Source: an optimization exercise on an open RTL-to-GDS flow (aim: small area, a short achievable clock period and few clock cycles per item). Production flows keep margins and buffers that such runs may drop. Function was checked by simulation only, so behaviour that the tests miss may differ from the original. No activity file was given, so power comes from the tool's default toggle rates.

run A:
==> flow/design.v (excerpt) <==
module deq_top (
	input  logic        clk,
	input  logic        arst_n,
	input  logic        cmd_valid,
	output logic        cmd_stall,
	input  logic [34:0] cmd_item,
	output logic        res_valid,
	input  logic        res_stall,
	output logic [39:0] res_item
);
	deq_pkg::in_item_t  cmd_s;
	deq_pkg::out_item_t res_s;
	assign cmd_s    = cmd_item;
	assign res_item = res_s;
	double_ended_queue_core #(
		.DEPTH (16)
	) u_core (
		.clk       (clk),
		.arst_n    (arst_n),
		.cmd_valid (cmd_valid),
		.cmd_stall (cmd_stall),
		.cmd_item  (cmd_s),
		.res_valid (res_valid),
		.res_stall (res_stall),
		.res_item  (res_s)
	);
endmodule
Size: ~1200 cells after synthesis, ~81 I/O pins, about 21000 µm² of cells after synthesis.
Settings: LEC_CHECK=0, CAP_MARGIN=20, CORE_MARGIN=2, CORE_UTILIZATION=40, SETUP_SLACK_MARGIN=1.5, SLEW_MARGIN=20; clock period 4.0 ns.
run.sh (not shown) runs the stock make flow with config.mk's settings and CLKGATE_MAP_FILE= SYNTH_SCRIPT=/design/flow/synth_recipe.tcl, a recipe that flattens the netlist after the stock synthesis.
Testbench counts of run A, summed over its fixed seeds: cycles 38,101, items 24,000.
diff inputs: run A => run B
# run A
export LEC_CHECK = 0
export CAP_MARGIN = 20
export CORE_MARGIN = 2
export CORE_UTILIZATION = 40
export SETUP_SLACK_MARGIN = 1.5
export SLEW_MARGIN = 20
create_clock -name core_clock -period 4.0 [get_ports {clk}]
# run B
export LEC_CHECK = 0
export CAP_MARGIN = 20
export CORE_MARGIN = 2
export CORE_UTILIZATION = 40
export SLEW_MARGIN = 20
create_clock -name core_clock -period 4.0 [get_ports {clk}]
==> comparison <==
Run B closes out successfully: all stages finished, all timing, DRC and antenna checks passed. Sort run A and run B by portion of the clock cycle consumed by the worst path in the final layout, descending, and run B comes first. Higher clock power goes to run A over run B. Compared with run A, in run B setup slack saw a decrease, post-DP HPWL saw a decrease, total global-route track usage saw a decrease, initial core utilization saw little to no change. Summary of run B over run A: initial antenna violation count grew by 2, clock group share of total power grew by 1.1 points, final area shrank by 1800 µm², fraction of power consumed by combinational cells shrank by 3.4 points, routing usage on met2 shrank by 2.4 points.

* * *

## lane 4
Another version of the RTL of deq_top (not shown whole).
For scale: ~1200 cells after synthesis, roughly 81 I/O pins.
Settings: LEC_CHECK=0, CAP_MARGIN=20, CORE_MARGIN=2, CORE_UTILIZATION=40, CTS_CLUSTER_DIAMETER=100, CTS_CLUSTER_SIZE=20, PLACE_DENSITY=0.7, SETUP_SLACK_MARGIN=2.0, SLEW_MARGIN=20; clock period 4.0 ns.
Testbench counts of lane 4, summed over its fixed seeds: cycles 38,109, items 24,000.
Edits applied to the flow inputs when going from lane 4 to lane 5:
- PLACE_DENSITY: 0.7 -> unset
- CTS_CLUSTER_DIAMETER: 100 -> 120
- CTS_CLUSTER_SIZE: 20 -> 25
Findings:
Having completed the whole flow, lane 5 delivered a layout that passed the timing, design-rule and antenna checks.
Lane 5 vs lane 4 — count of clock-buffer cells in the layout dropped by a few percent
Via total after detailed routing was lower in lane 5 than in lane 4.
Sort lane 4 and lane 5 by fraction of power consumed by combinational cells desc -> top: lane 5
Summary of lane 5 over lane 4: net switching power down about 2.2%, critical path depth has decreased.

* * *

Setup of nickel:
Another version of the RTL of deq_top (not shown whole).
For scale: ~1,300 cells after synthesis, about 600 flip-flops, roughly 81 I/O pins.
Settings: LEC_CHECK=0, CAP_MARGIN=20, CORE_MARGIN=2, CORE_UTILIZATION=40, SETUP_SLACK_MARGIN=2.2, SLEW_MARGIN=20, TNS_END_PERCENT=0; clock period 4.0 ns.
Having completed the whole flow, nickel delivered a layout that passed the timing, design-rule and antenna checks.
Testbench counts of nickel, summed over its fixed seeds: cycles 38,109, items 24,000.
Edits applied to the flow inputs when going from nickel to raven:
Settings: SETUP_SLACK_MARGIN changed from 2.2 to 2.0; TNS_END_PERCENT removed (was 0).
--- outcome ---
- | multi-input gate area in the final layout | raven vs nickel | ≈ equal |
- raven against nickel: non-clock buffer count went up by 1; cell area was more or less identical; fraction of met1 tracks used by global routing went down by 0.49 points.
Here is what was changed in the inputs of quartz compared with raven.
Settings: SETUP_SLACK_MARGIN changed from 2.0 to 2.2; CTS_BUF_LIST newly set to sky130_fd_sc_hd__clkbuf_8; TNS_END_PERCENT newly set to 0.
## What came out
quartz ended with every stage complete and zero timing, DRC or antenna violations.
The standard cell with the maximum stage delay on the critical path comes out sky130_fd_sc_hd__clkdlybuf4s15_2 in one run and sky130_fd_sc_hd__dfrtp_1 in the other, namely in quartz and raven respectively.
Area: quartz vs raven -> quartz smaller
Diff raven -> quartz | critical path depth | increase of 1
Total power (raven / quartz): 1.06
Looking at final clock period utilization by the worst path, quartz sits 1.8 points higher than raven does.
Between raven and quartz, the wire length figures differ only marginally.

==> port drivers added, routing unchanged <==
The results above use ideal ports. As a check the final layouts listed here were re-extracted and re-timed, cells and wires unchanged. Step 1, drivers: a clkbuf_16 drives clk and a buf_2 each remaining input, both assumed. Step 2 times the ports against the registers' clock, not the clock port: input delays grow and output delays shrink by t, the midpoint of the rising clock arrivals with the driver on. a / b / c = ideal ports / drivers / drivers and shift; a / b = the first two.
run | shift t [ns] | setup WS [ns] | worst hold slack (ns) | latest minus earliest clock arrival (ns)
run A | 0.652 | 0.919 / 0.864 / 0.958 | 0.514 / 0.474 / 0.540 | 0.024 / 0.024
run B | 0.647 | 0.154 / 0.101 / 0.381 | 0.548 / 0.548 / 0.548 | 0.033 / 0.032
lane 4 | 0.603 | 1.914 / 1.887 / 1.487 | 0.431 / 0.431 / 0.431 | 0.023 / 0.023
lane 5 | 0.646 | 1.874 / 1.815 / 1.496 | 0.432 / 0.432 / 0.432 | 0.038 / 0.038
nickel | 0.668 | 1.901 / 1.844 / 1.333 | 0.452 / 0.452 / 0.452 | 0.044 / 0.044
raven | 0.676 | 1.881 / 1.821 / 1.396 | 0.464 / 0.464 / 0.464 | 0.038 / 0.038
quartz | 0.707 | 1.807 / 1.787 / 1.170 | 0.458 / 0.458 / 0.458 | 0.032 / 0.032
After both steps setup and hold are still met in every run listed. For quartz, which loses most, drivers alone change the setup slack by -0.020 ns; drivers and shift together by -0.637 ns.
